This is an optimization exercise on Yosys and OpenROAD, whose aim is small area, a short achievable clock period and few clock cycles per item, not a production implementation.
No functional check of the RTL was part of any run shown here.

==> flow/design.v (outline; a module is shown in full before it is edited, if it fits) <==
// module quad_disc_root: 1679 lines
module quad_disc_root #(
   parameter int W_IN   = quad_pkg::W_IN_DEF,
   parameter int W_DISC = 2*W_IN + 2,
   parameter int W_ROOT = W_IN + 1
) (
   input  logic                     CLK,
   input  logic                     RST,
   input  logic                     START,
   input  logic signed [W_IN-1:0]   A,
   input  logic signed [W_IN-1:0]   B,
   input  logic signed [W_IN-1:0]   C,
   output logic                     BUSY,
   output logic                     DONE,
   output logic signed [W_DISC-1:0] DISC,
   output logic        [W_ROOT-1:0] SQRT,
   output logic                     EXACT,
   output logic        [1:0]        ST
);
  // ...
==> flow/flow/run.sh <==
#!/bin/bash
# Layout: the standard flow (standard.sh: ORFS synthesis through finish)
# with two changes: the buffers that ORFS puts on every input and output port
# are sky130_fd_sc_hd__buf_2 instead of the delay cell buffer_ports picks by
# default, and the timing repair after clock-tree synthesis and global routing
# aims for a setup slack margin, so it sizes the critical paths.
set -o pipefail
export BUFFER_PORTS_ARGS="-buffer_cell sky130_fd_sc_hd__buf_2"
export SETUP_SLACK_MARGIN=9.8
bash standard.sh > standard.log 2>&1
==> flow/standard.sh <==
#!/bin/bash
# synth_recipe.tcl (not shown) runs the flow's synth.tcl, then flattens the netlist and writes it again
# the make line also repeats each setting of config.mk as NAME=value (left out here)
make -C /OpenROAD-flow-scripts/flow DESIGN_CONFIG=/design/flow/config.mk WORK_HOME=/design/flow/orfs CLKGATE_MAP_FILE= SYNTH_SCRIPT=/design/flow/synth_recipe.tcl "${@:-finish}"
==> flow/config.mk <==
export PLATFORM = sky130hd
export DESIGN_NAME = quad_disc_root
export DESIGN_NICKNAME = quad_disc_root
export VERILOG_FILES = /design/flow/design.v
export SDC_FILE = /design/flow/constraint.sdc
export NUM_CORES = 4
export LEC_CHECK = 0
export CAP_MARGIN = 20
export CORE_MARGIN = 2
export CORE_UTILIZATION = 30
export SLEW_MARGIN = 20
==> flow/constraint.sdc <==
create_clock -name core_clock -period 13.5 [get_ports {CLK}]
set_input_delay 2.7000 -clock core_clock [delete_from_list [all_inputs] [get_ports {CLK}]]
set_output_delay 2.7000 -clock core_clock [all_outputs]
set_load 0.01 [all_outputs]
==> impl_metrics.json, run 1 <==
{
  "outcome": "finished clean",
  "seq_share": 0.299,
  "syn_area_per_cell_sq_um": 9.70,
  "clkTransAtPathRegs_ps": 60,
  "slew_viol_final": 0,
  "netlist.area_leader.share": 0.341,
  "hold_start": "d6[4]",
  "reg2reg_slack_ps": 9810,
  "synth_ff_type": "dfxtp_1",
  "grtUsageMet2": 0.241,
  "die_h_um": 378,
  "syn_to_final_growth_pct": 14.8,
  "r2r-start": "q1_3_2",
  "cpMaxStageDelayCell": "dfxtp_4",
  "clkbuf_count": 100,
  "met3_length_um": 4640,
  "layout.nonclk_buf_frac": 0.0277,
  "wl_per_cell_um": 15.6,
  "finalNetCount": 5245,
  "grt_max_degree": 51,
  "synth_simple_gate_area_frac": 0.109,
  "drc": 0,
  "coreArea_sq_um": 139000,
  "period_needed_ps": 3860,
  "numPortBuffers": 104,
  "drv_cap": 0,
  "yosys.cell_types.count": 84,
  "met1_usage": 0.177,
  "synth_area_sq_um": 42000,
  "worstSetupStartpoint": "DISC[15]",
  "num-nonclk-buffers": 162,
  "synth_common_cells": "715 x dfxtp_1, 667 x inv_1, 402 x ha_1",
  "drive_above_1_share": 0.100,
  "critical-path-max-stage-delay_ps": 390,
  "top_layer_used": "met5",
  "cts-root-buf": "clkbuf_16",
  "comb.multi_input.count": 2826,
  "cp-start-kind": "register",
  "muxShareOfSynthArea": 0.0178,
  "cts_sinks": 715
}
==> inputs of run 2 (changes only) <==
--- a/flow/design.v
+++ b/flow/design.v
@@ -1386,37 +1386,37 @@
       v2 <= v1 & ~RST;
       z2 <= z1;
       d2 <= d1;
    end
    logic [3:0] t3_0;
    logic [0:0] r3_0;
    logic [1:0] m3_0;
    assign t3_0 = 4'(d2[33:32]) - 4'(2'b01);
-   assign r3_0 = ~t3_0[3];
+   assign r3_0 = t3_0[3];
    assign m3_0 = t3_0[3] ? 2'(d2[33:32]) : t3_0[1:0];
    logic [6:0] x3_1, u3_1, v3_1, y3_1;
    logic [2:0] r3_1;
    logic [3:0] m3_1;
    assign x3_1 = 7'({m3_0, d2[31:28]});
-   assign u3_1 = x3_1 - 7'({r3_0, 3'b001});
-   assign v3_1 = x3_1 - 7'({r3_0, 4'b0100});
-   assign y3_1 = x3_1 - 7'({r3_0, 4'b0000}) - 7'({r3_0, 3'b000}) - 7'(9);
+   assign u3_1 = x3_1 + {3'b111, r3_0, 3'b111};
+   assign v3_1 = x3_1 + {2'b11, r3_0, 4'b1100};
+   assign y3_1 = x3_1 + {2'b11, r3_0, 4'b1111} + {3'b111, r3_0, 3'b111} - 7'(7);
    always_comb begin
       if (!y3_1[6]) begin
-         r3_1 = {r3_0, 2'd3};
+         r3_1 = {r3_0, 2'd0};
          m3_1 = y3_1[3:0];
       end else if (!v3_1[6]) begin
-         r3_1 = {r3_0, 2'd2};
+         r3_1 = {r3_0, 2'd1};
          m3_1 = v3_1[3:0];
       end else if (!u3_1[6]) begin
-         r3_1 = {r3_0, 2'd1};
+         r3_1 = {r3_0, 2'd2};
          m3_1 = u3_1[3:0];
       end else begin
-         r3_1 = {r3_0, 2'd0};
+         r3_1 = {r3_0, 2'd3};
          m3_1 = x3_1[3:0];
       end
    end
    logic [1:0] c3_n;
    always_comb begin
       if (z2)               c3_n = quad_pkg::ST_DEGEN;
       else if (d2[33])      c3_n = quad_pkg::ST_NONE;
       else if (d2 == 34'd0) c3_n = quad_pkg::ST_DOUBLE;
@@ -1433,31 +1433,31 @@
       d3 <= d2;
       r3 <= r3_1;
       m3 <= m3_1;
    end
    logic [8:0] x4_0, u4_0, v4_0, y4_0;
    logic [4:0] r4_0;
    logic [5:0] m4_0;
    assign x4_0 = 9'({m3, d3[27:24]});
-   assign u4_0 = x4_0 - 9'({r3, 3'b001});
-   assign v4_0 = x4_0 - 9'({r3, 4'b0100});
-   assign y4_0 = x4_0 - 9'({r3, 4'b0000}) - 9'({r3, 3'b000}) - 9'(9);
+   assign u4_0 = x4_0 + {3'b111, r3, 3'b111};
+   assign v4_0 = x4_0 + {2'b11, r3, 4'b1100};
+   assign y4_0 = x4_0 + {2'b11, r3, 4'b1111} + {3'b111, r3, 3'b111} - 9'(7);
    always_comb begin
       if (!y4_0[8]) begin
-         r4_0 = {r3, 2'd3};
+         r4_0 = {r3, 2'd0};
          m4_0 = y4_0[5:0];
       end else if (!v4_0[8]) begin
-         r4_0 = {r3, 2'd2};
+         r4_0 = {r3, 2'd1};
          m4_0 = v4_0[5:0];
       end else if (!u4_0[8]) begin
-         r4_0 = {r3, 2'd1};
+         r4_0 = {r3, 2'd2};
          m4_0 = u4_0[5:0];
       end else begin
-         r4_0 = {r3, 2'd0};
+         r4_0 = {r3, 2'd3};
          m4_0 = x4_0[5:0];
       end
    end
    logic        v4;
    logic [1:0]  c4;
    logic [33:0] d4;
    logic [4:0] r4;
    logic [5:0] m4;
@@ -1467,31 +1467,31 @@
       d4 <= d3;
       r4 <= r4_0;
       m4 <= m4_0;
    end
    logic [10:0] x5_0, u5_0, v5_0, y5_0;
    logic [6:0] r5_0;
    logic [7:0] m5_0;
    assign x5_0 = 11'({m4, d4[23:20]});
-   assign u5_0 = x5_0 - 11'({r4, 3'b001});
-   assign v5_0 = x5_0 - 11'({r4, 4'b0100});
-   assign y5_0 = x5_0 - 11'({r4, 4'b0000}) - 11'({r4, 3'b000}) - 11'(9);
+   assign u5_0 = x5_0 + {3'b111, r4, 3'b111};
+   assign v5_0 = x5_0 + {2'b11, r4, 4'b1100};
+   assign y5_0 = x5_0 + {2'b11, r4, 4'b1111} + {3'b111, r4, 3'b111} - 11'(7);
    always_comb begin
       if (!y5_0[10]) begin
-         r5_0 = {r4, 2'd3};
+         r5_0 = {r4, 2'd0};
          m5_0 = y5_0[7:0];
       end else if (!v5_0[10]) begin
-         r5_0 = {r4, 2'd2};
+         r5_0 = {r4, 2'd1};
          m5_0 = v5_0[7:0];
       end else if (!u5_0[10]) begin
-         r5_0 = {r4, 2'd1};
+         r5_0 = {r4, 2'd2};
          m5_0 = u5_0[7:0];
       end else begin
-         r5_0 = {r4, 2'd0};
+         r5_0 = {r4, 2'd3};
          m5_0 = x5_0[7:0];
       end
    end
    logic        v5;
    logic [1:0]  c5;
    logic [33:0] d5;
    logic [6:0] r5;
    logic [7:0] m5;
@@ -1501,31 +1501,31 @@
       d5 <= d4;
       r5 <= r5_0;
       m5 <= m5_0;
    end
    logic [12:0] x6_0, u6_0, v6_0, y6_0;
    logic [8:0] r6_0;
    logic [9:0] m6_0;
    assign x6_0 = 13'({m5, d5[19:16]});
-   assign u6_0 = x6_0 - 13'({r5, 3'b001});
-   assign v6_0 = x6_0 - 13'({r5, 4'b0100});
-   assign y6_0 = x6_0 - 13'({r5, 4'b0000}) - 13'({r5, 3'b000}) - 13'(9);
+   assign u6_0 = x6_0 + {3'b111, r5, 3'b111};
+   assign v6_0 = x6_0 + {2'b11, r5, 4'b1100};
+   assign y6_0 = x6_0 + {2'b11, r5, 4'b1111} + {3'b111, r5, 3'b111} - 13'(7);
    always_comb begin
       if (!y6_0[12]) begin
-         r6_0 = {r5, 2'd3};
+         r6_0 = {r5, 2'd0};
          m6_0 = y6_0[9:0];
       end else if (!v6_0[12]) begin
-         r6_0 = {r5, 2'd2};
+         r6_0 = {r5, 2'd1};
          m6_0 = v6_0[9:0];
       end else if (!u6_0[12]) begin
-         r6_0 = {r5, 2'd1};
+         r6_0 = {r5, 2'd2};
          m6_0 = u6_0[9:0];
       end else begin
-         r6_0 = {r5, 2'd0};
+         r6_0 = {r5, 2'd3};
          m6_0 = x6_0[9:0];
       end
    end
    logic        v6;
    logic [1:0]  c6;
    logic [33:0] d6;
    logic [8:0] r6;
    logic [9:0] m6;
@@ -1535,31 +1535,31 @@
       d6 <= d5;
       r6 <= r6_0;
       m6 <= m6_0;
    end
    logic [14:0] x7_0, u7_0, v7_0, y7_0;
    logic [10:0] r7_0;
    logic [11:0] m7_0;
    assign x7_0 = 15'({m6, d6[15:12]});
-   assign u7_0 = x7_0 - 15'({r6, 3'b001});
-   assign v7_0 = x7_0 - 15'({r6, 4'b0100});
-   assign y7_0 = x7_0 - 15'({r6, 4'b0000}) - 15'({r6, 3'b000}) - 15'(9);
+   assign u7_0 = x7_0 + {3'b111, r6, 3'b111};
+   assign v7_0 = x7_0 + {2'b11, r6, 4'b1100};
+   assign y7_0 = x7_0 + {2'b11, r6, 4'b1111} + {3'b111, r6, 3'b111} - 15'(7);
    always_comb begin
       if (!y7_0[14]) begin
-         r7_0 = {r6, 2'd3};
+         r7_0 = {r6, 2'd0};
          m7_0 = y7_0[11:0];
       end else if (!v7_0[14]) begin
-         r7_0 = {r6, 2'd2};
+         r7_0 = {r6, 2'd1};
          m7_0 = v7_0[11:0];
       end else if (!u7_0[14]) begin
-         r7_0 = {r6, 2'd1};
+         r7_0 = {r6, 2'd2};
          m7_0 = u7_0[11:0];
       end else begin
-         r7_0 = {r6, 2'd0};
+         r7_0 = {r6, 2'd3};
          m7_0 = x7_0[11:0];
       end
    end
    logic        v7;
    logic [1:0]  c7;
    logic [33:0] d7;
    logic [10:0] r7;
    logic [11:0] m7;
@@ -1569,31 +1569,31 @@
       d7 <= d6;
       r7 <= r7_0;
       m7 <= m7_0;
    end
    logic [16:0] x8_0, u8_0, v8_0, y8_0;
    logic [12:0] r8_0;
    logic [13:0] m8_0;
    assign x8_0 = 17'({m7, d7[11:8]});
-   assign u8_0 = x8_0 - 17'({r7, 3'b001});
-   assign v8_0 = x8_0 - 17'({r7, 4'b0100});
-   assign y8_0 = x8_0 - 17'({r7, 4'b0000}) - 17'({r7, 3'b000}) - 17'(9);
+   assign u8_0 = x8_0 + {3'b111, r7, 3'b111};
+   assign v8_0 = x8_0 + {2'b11, r7, 4'b1100};
+   assign y8_0 = x8_0 + {2'b11, r7, 4'b1111} + {3'b111, r7, 3'b111} - 17'(7);
    always_comb begin
       if (!y8_0[16]) begin
-         r8_0 = {r7, 2'd3};
+         r8_0 = {r7, 2'd0};
          m8_0 = y8_0[13:0];
       end else if (!v8_0[16]) begin
-         r8_0 = {r7, 2'd2};
+         r8_0 = {r7, 2'd1};
          m8_0 = v8_0[13:0];
       end else if (!u8_0[16]) begin
-         r8_0 = {r7, 2'd1};
+         r8_0 = {r7, 2'd2};
          m8_0 = u8_0[13:0];
       end else begin
-         r8_0 = {r7, 2'd0};
+         r8_0 = {r7, 2'd3};
          m8_0 = x8_0[13:0];
       end
    end
    logic        v8;
    logic [1:0]  c8;
    logic [33:0] d8;
    logic [12:0] r8;
    logic [13:0] m8;
@@ -1603,31 +1603,31 @@
       d8 <= d7;
       r8 <= r8_0;
       m8 <= m8_0;
    end
    logic [18:0] x9_0, u9_0, v9_0, y9_0;
    logic [14:0] r9_0;
    logic [15:0] m9_0;
    assign x9_0 = 19'({m8, d8[7:4]});
-   assign u9_0 = x9_0 - 19'({r8, 3'b001});
-   assign v9_0 = x9_0 - 19'({r8, 4'b0100});
-   assign y9_0 = x9_0 - 19'({r8, 4'b0000}) - 19'({r8, 3'b000}) - 19'(9);
+   assign u9_0 = x9_0 + {3'b111, r8, 3'b111};
+   assign v9_0 = x9_0 + {2'b11, r8, 4'b1100};
+   assign y9_0 = x9_0 + {2'b11, r8, 4'b1111} + {3'b111, r8, 3'b111} - 19'(7);
    always_comb begin
       if (!y9_0[18]) begin
-         r9_0 = {r8, 2'd3};
+         r9_0 = {r8, 2'd0};
          m9_0 = y9_0[15:0];
       end else if (!v9_0[18]) begin
-         r9_0 = {r8, 2'd2};
+         r9_0 = {r8, 2'd1};
          m9_0 = v9_0[15:0];
       end else if (!u9_0[18]) begin
-         r9_0 = {r8, 2'd1};
+         r9_0 = {r8, 2'd2};
          m9_0 = u9_0[15:0];
       end else begin
-         r9_0 = {r8, 2'd0};
+         r9_0 = {r8, 2'd3};
          m9_0 = x9_0[15:0];
       end
    end
    logic        v9;
    logic [1:0]  c9;
    logic [33:0] d9;
    logic [14:0] r9;
    logic [15:0] m9;
@@ -1637,31 +1637,31 @@
       d9 <= d8;
       r9 <= r9_0;
       m9 <= m9_0;
    end
    logic [20:0] x10_0, u10_0, v10_0, y10_0;
    logic [16:0] r10_0;
    logic [17:0] m10_0;
    assign x10_0 = 21'({m9, d9[3:0]});
-   assign u10_0 = x10_0 - 21'({r9, 3'b001});
-   assign v10_0 = x10_0 - 21'({r9, 4'b0100});
-   assign y10_0 = x10_0 - 21'({r9, 4'b0000}) - 21'({r9, 3'b000}) - 21'(9);
+   assign u10_0 = x10_0 + {3'b111, r9, 3'b111};
+   assign v10_0 = x10_0 + {2'b11, r9, 4'b1100};
+   assign y10_0 = x10_0 + {2'b11, r9, 4'b1111} + {3'b111, r9, 3'b111} - 21'(7);
    always_comb begin
       if (!y10_0[20]) begin
-         r10_0 = {r9, 2'd3};
+         r10_0 = {r9, 2'd0};
          m10_0 = y10_0[17:0];
       end else if (!v10_0[20]) begin
-         r10_0 = {r9, 2'd2};
+         r10_0 = {r9, 2'd1};
          m10_0 = v10_0[17:0];
       end else if (!u10_0[20]) begin
-         r10_0 = {r9, 2'd1};
+         r10_0 = {r9, 2'd2};
          m10_0 = u10_0[17:0];
       end else begin
-         r10_0 = {r9, 2'd0};
+         r10_0 = {r9, 2'd3};
          m10_0 = x10_0[17:0];
       end
    end
    logic        v10;
    logic [1:0]  c10;
    logic [33:0] d10;
    logic [16:0] r10;
    logic [17:0] m10;
@@ -1678,17 +1678,17 @@
          DISC  <= '0;
          SQRT  <= '0;
          EXACT <= 1'b0;
          ST    <= quad_pkg::ST_NONE;
       end else begin
          DONE <= v10;
          if (v10) begin
             DISC  <= d10;
-            SQRT  <= (c10 == quad_pkg::ST_TWO) ? r10 : 17'd0;
+            SQRT  <= (c10 == quad_pkg::ST_TWO) ? ~r10 : 17'd0;
             EXACT <= (c10 == quad_pkg::ST_DOUBLE) ||
                      (c10 == quad_pkg::ST_TWO && m10 == 18'd0);
             ST    <= c10;
          end
       end
    end
    assign BUSY = 1'b0;
 endmodule
==> flow/config.mk (replaced) <==
export PLATFORM = sky130hd
export DESIGN_NAME = quad_disc_root
export DESIGN_NICKNAME = quad_disc_root
export VERILOG_FILES = /design/flow/design.v
export SDC_FILE = /design/flow/constraint.sdc
export NUM_CORES = 4
export LEC_CHECK = 0
export CAP_MARGIN = 20
export CORE_MARGIN = 2
export CORE_UTILIZATION = 60
export CTS_CLUSTER_DIAMETER = 100
export CTS_CLUSTER_SIZE = 25
export SLEW_MARGIN = 20
==> run 2 against run 1 <==
Against the previous run: core utilization up 31 points; critical endpoint is now DISC[12]; still clean; non-clock buffer count down 7; critical path depth unchanged; highest routed layer is now met4.
==> impl_metrics.json, run 2 <==
{
  "synth_ff_type": "dfxtp_1",
  "seq_area_frac_synth": 0.346,
  "final_cell_mix": "650 x dfxtp_1, 496 x inv_1, 397 x nand2_1, 349 x fa_1, 333 x ha_1",
  "cp-start-kind": "register",
  "syn_to_final_growth_pct": 8.11,
  "final_common_cell": "dfxtp_1",
  "dr_total_vias": 28400,
  "finalHoldViolCount": 0,
  "synth_common_cells": "715 x dfxtp_1, 496 x inv_1, 397 x nand2_1",
  "drc": 0,
  "max_slew_margin": 0.274,
  "die_h_um": 267,
  "antenna_left": 0,
  "track_usage": 0.263,
  "antenna_found_initial": 1,
  "crit_chain": "buf_6",
  "post-route-util": 0.653,
  "outcome": "finished clean",
  "place.gp.congestion": 0.884,
  "grt_pass1_vias": 28600,
  "cts_sinks": 715,
  "drv_cap": 0,
  "hold_class": "reg2reg",
  "die_w_um": 267,
  "yosys.cell_types.count": 89,
  "syn_area_per_cell_sq_um": 9.81,
  "numPortBuffers": 104,
  "synth_seq_cells": 715,
  "num_rows": 96,
  "wl_per_cell_um": 17.7,
  "skew_ps": 22.7,
  "period_needed_ps": 3790,
  "drt_first_iter_violations": 1429,
  "worstSetupPathType": "reg2out",
  "cts_tree": "done",
  "cts-root-buf": "clkbuf_16",
  "num_io_pins": 107,
  "dp.cells": 5099,
  "synth_top_cell_by_area": "dfxtp_1",
  "syn_inst": 4215,
  "diodes": 0,
  "grt_overflow": 0,
  "h-tree-depth": 2,
  "drt_pre_antenna_iters": 6,
  "cpMaxStageDelayCell": "dfxtp_2",
  "multi_input_area_sq_um": 24900,
  "cts_hold_buffers": 0,
  "clkTransAtPathRegs_ps": 90,
  "seq_area_sq_um": 14400,
  "drt-total-wl_um": 91900,
  "dieArea_sq_um": 71100,
  "place_ws_ps": 9380,
  "synth_area_leaders": "dfxtp_1 35%, fa_1 17%, ha_1 10%",
  "synth-edff-count": 0,
  "tightest_slew_ps": 1090,
  "crit_arrival_ps": 1090,
  "vias_per_cell": 5.47,
  "async_reset_ff_frac": 0,
  "path_delay_family": "flip-flops",
  "slew_viol_final": 0,
  "clk_latency_ps": 600,
  "ys_warn_count": 1,
  "crit_fanout": 2,
  "worst_slack_ps": 9710,
  "finalNetCount": 5022,
  "drive_above_1_share": 0.0878,
  "critical-path-max-stage-delay_ps": 370,
  "grt_max_degree": 67,
  "start_util": 0.604,
  "cp_num_buf_inv": 1,
  "layout.cells.non_filler": 5186,
  "fillers": 5694,
  "fmax_ghz": 0.264,
  "required_ps": 10800,
  "endpoint_kind": "output pin",
  "grt_pass1_wl_um": 149000,
  "coreArea_sq_um": 68500,
  "setup_viol": 0,
  "fin_crit_sh": 0.280,
  "cts_buffers": 39,
  "fin_tns_setup_ps": 0,
  "rsz0062_at_grt": "yes",
  "netlist.area_leader.share": 0.346,
  "dpl.hpwl_um": 69300,
  "synth_area_sq_um": 41400,
  "yosysMostFrequentCell": "dfxtp_1",
  "cts_buffer_depth": 3
}
run 2: worst paths after layout:
check	startpoint	end	slack, ps	depth (start not counted)
max	DISC[12]	DISC[12]	9710	1
min	d3[15]	d4[15]	320	0
max reg2reg	a0[2]	q1_19_3	9930	7
min reg2reg	d3[15]	d4[15]	320	0
run 2: per-layer routing:
layer  track usage  share of wire  up-vias
li1              -              -    14000
met1         0.346           0.45    13600
met2         0.448           0.47      624
met3        0.0316          0.043      182
met4        0.0934          0.034        0
met5             0              0        -
run 2: final cells by class:
class / count / share of cell area
repair buffers: 155 / 0.0290
multi-input cells: 2882 / 0.556
well taps: 882 / 0.0247
flip-flops and latches: 715 / 0.322
clock inverters: 16 / 0.00467
inverters: 496 / 0.0416
clock buffers: 40 / 0.0221
run 2: logic make-up after synthesis:
| logic type | synth area share |
|---|---|
| AOI/OAI and AO/OA | 0.114 |
| DFF | 0.346 |
| buffers and inverters | 0.0571 |
| adders and majority gates | 0.274 |
| and+or+nand+nor | 0.127 |
| other | 0.0000907 |
| muxes | 0.0256 |
| xor gates and xnor gates | 0.0570 |
run 2: what timing repair did:
action / in CTS / in global routing
pin swaps: 4 / 7
cloned: 1 / 0
endpoints found under the hold margin: 0 / 0
gates resized for setup: 122 / 29
buffers inserted: 13 / 17
setup endpoints to repair: 89 / 115
run 2: metrics by stage:
stage,cell area [sq um],hold slack (ps)
2_1_floorplan,41400,310
3_3_place_gp,42700,310
3_5_place_dp,42700,312
4_1_cts,44400,314
5_1_grt,44700,317
6_report,44700,319
==> inputs of run 3 (changes only) <==
--- a/flow/config.mk
+++ b/flow/config.mk
@@ -9,5 +9,3 @@
 export CORE_MARGIN = 2
 export CORE_UTILIZATION = 60
-export CTS_CLUSTER_DIAMETER = 100
-export CTS_CLUSTER_SIZE = 25
 export SLEW_MARGIN = 20
==> run 3 against run 2 <==
Against the previous run: still clean on timing, DRC and antenna; non-clock buffer count is 3 lower; global-route usage is 0.39 points higher; die area stayed put; worst setup slack worse by 13 ps; synthesized cell count stayed put; register-to-register slack worse by 70 ps; critical path type unchanged; critical endpoint is now DISC[15].
==> impl_metrics.json, run 3 <==
{
  "outcome": "finished clean",
  "hold_class": "reg2reg",
  "post-route-util": 0.676,
  "netlist.area_leader.share": 0.346,
  "dr_total_vias": 28800,
  "track_usage": 0.267,
  "syn_inst": 4215,
  "tightest_slew_ps": 1120,
  "cpMaxStageDelayCell": "dfxtp_2",
  "clkTransAtPathRegs_ps": 60,
  "synth_area_leaders": "dfxtp_1 35%, fa_1 17%, ha_1 10%",
  "critical-path-max-stage-delay_ps": 350,
  "clk_latency_ps": 640,
  "synth_area_sq_um": 41400,
  "syn_area_per_cell_sq_um": 9.81,
  "dp.cells": 5099,
  "required_ps": 10800,
  "layout.cells.non_filler": 5270,
  "num_rows": 96,
  "drc": 0,
  "numPortBuffers": 104,
  "synth_seq_cells": 715,
  "async_reset_ff_frac": 0,
  "coreArea_sq_um": 68500,
  "cts_tree": "done",
  "dpl.hpwl_um": 69300,
  "path_delay_family": "flip-flops",
  "diodes": 0,
  "endpoint_kind": "output pin",
  "drt_pre_antenna_iters": 5,
  "dpl_cell_area_sq_um": 42700,
  "cts_buffers": 78,
  "synth_ff_type": "dfxtp_1",
  "drt-total-wl_um": 93100,
  "yosysMostFrequentCell": "dfxtp_1",
  "drive_above_1_share": 0.103,
  "fmax_ghz": 0.263,
  "grt_overflow": 0,
  "worst_slack_ps": 9700,
  "grt_max_degree": 67,
  "place.gp.congestion": 0.884,
  "cts_sinks": 715,
  "num_io_pins": 107,
  "wl_per_cell_um": 17.7,
  "holdWs_ps": 315,
  "place_ws_ps": 9380,
  "cts_buffer_depth": 3,
  "drt_first_iter_violations": 1500,
  "hold_depth": 0,
  "antenna_found_initial": 1,
  "h-tree-depth": 3,
  "fin_tns_setup_ps": 0,
  "die_h_um": 267,
  "finalHoldViolCount": 0,
  "reg2reg_depth": 13,
  "syn_to_final_growth_pct": 12.0,
  "finalNetCount": 5058,
  "start_util": 0.604,
  "seq_area_frac_synth": 0.346,
  "skew_ps": 39.2,
  "synth_common_cells": "715 x dfxtp_1, 496 x inv_1, 397 x nand2_1",
  "rsz0062_at_grt": "yes",
  "grt_pass1_vias": 29100,
  "synth_top_cell_by_area": "dfxtp_1",
  "final_cell_mix": "650 x dfxtp_1, 496 x inv_1, 397 x nand2_1, 349 x fa_1, 333 x ha_1",
  "die_w_um": 267,
  "crit_arrival_ps": 1100,
  "cp-start-kind": "register",
  "grt_pass1_wl_um": 151000,
  "cp_num_buf_inv": 1,
  "yosys.cell_types.count": 89,
  "fillers": 5501,
  "synth-edff-count": 0,
  "cts_hold_buffers": 0,
  "dieArea_sq_um": 71100,
  "worstSetupPathType": "reg2out",
  "vias_per_cell": 5.46,
  "max_slew_margin": 0.252,
  "ys_warn_count": 1,
  "crit_fanout": 2,
  "slew_viol_final": 0,
  "cp_num_cells": 1,
  "final_cell_area_sq_um": 46300,
  "final_common_cell": "dfxtp_1",
  "period_needed_ps": 3800,
  "antenna_left": 0,
  "fin_crit_sh": 0.281,
  "setup_viol": 0,
  "drv_cap": 0,
  "cts-root-buf": "clkbuf_16",
  "crit_chain": "buf_6"
}
[run 3: changes by cell type in the layout (fill, tap and decap cells not counted), sizes merged]
cell,previous run,this run
bufinv,0,10
clkinvlp,2,3
clkbuf,40,99
buf,155,152
clkinv,6,23
[run 3: timing repair]
action | CTS | global route
setup endpoints to repair | 90 | 109
pin swaps | 5 | 9
gates cloned | 1 | 0
resized for setup | 122 | 31
buffers inserted | 10 | 17
[run 3: area by class of cell]
| type | count | area [sq um] | area share |
|---|---|---|---|
| Clock inverter | 44 | 647 | 0.0140 |
| Clock buffer | 99 | 2150 | 0.0464 |
| Sequential cell | 715 | 14400 | 0.311 |
| Multi-Input combinational cell | 2882 | 24900 | 0.537 |
| Timing Repair Buffer | 152 | 1270 | 0.0275 |
| Inverter | 496 | 1860 | 0.0402 |
| Tap cell | 882 | 1100 | 0.0238 |
[run 3: path summary, 6_finish.rpt]
| kind | from | end | slack (ps) |
|---|---|---|---|
| worst min-delay path | d3[20] | d4[20] | 320 |
| worst min register to register | d3[20] | d4[20] | 320 |
| worst max register to register | q1_5_0 | d2[33] | 9860 |
| worst max-delay path | DISC[15] | DISC[15] | 9700 |
[run 3: cell families after synthesis]
group	Yosys count	share of synthesized area
other	1	0.0000907
buffers and inverters	620	0.0571
DFF	715	0.346
and+or+nand+nor	1108	0.127
AOI/OAI and AO/OA	700	0.114
muxes	102	0.0256
adders and majority gates	700	0.274
xor gates and xnor gates	269	0.0570
[run 3: routing by layer]
layer / vias up / share of wire / global-route usage / wire [um]
met4: 0 / 0.032 / 0.0957 / 2940
met5: - / 0 / 0 / 0
met1: 13700 / 0.44 / 0.345 / 41000
met3: 194 / 0.053 / 0.0409 / 4940
met2: 724 / 0.47 / 0.454 / 44200
li1: 14100 / - / - / -

[what the ideal ports hide]
The results above use ideal ports. As a check the final layouts listed here were re-extracted and re-timed, cells and wires unchanged.
Step 1 assumes that a clkbuf_16 drives the clock port and a buf_2 every other input.
Step 2 adds t to the input delays and takes it off the output delays; t is the mean of the earliest and latest rising clock arrival at the registers after step 1. Input paths then give back, and output paths get back, about the clock's delay inside the block.
a / b / c = ideal ports / drivers / drivers and shift; a / b = the first two.
run	t (ns)	setup WS [ns]	worst setup path after step 2
run 1	0.738	9.642 / 9.569 / 9.487	input to register
run 2	0.665	9.715 / 9.646 / 9.622	input to register
run 3	0.690	9.702 / 9.636 / 9.613	input to register
After both steps setup and hold are still met in every run listed. For run 1, which loses most, drivers alone change the setup slack by -0.073 ns; drivers and shift together by -0.155 ns.
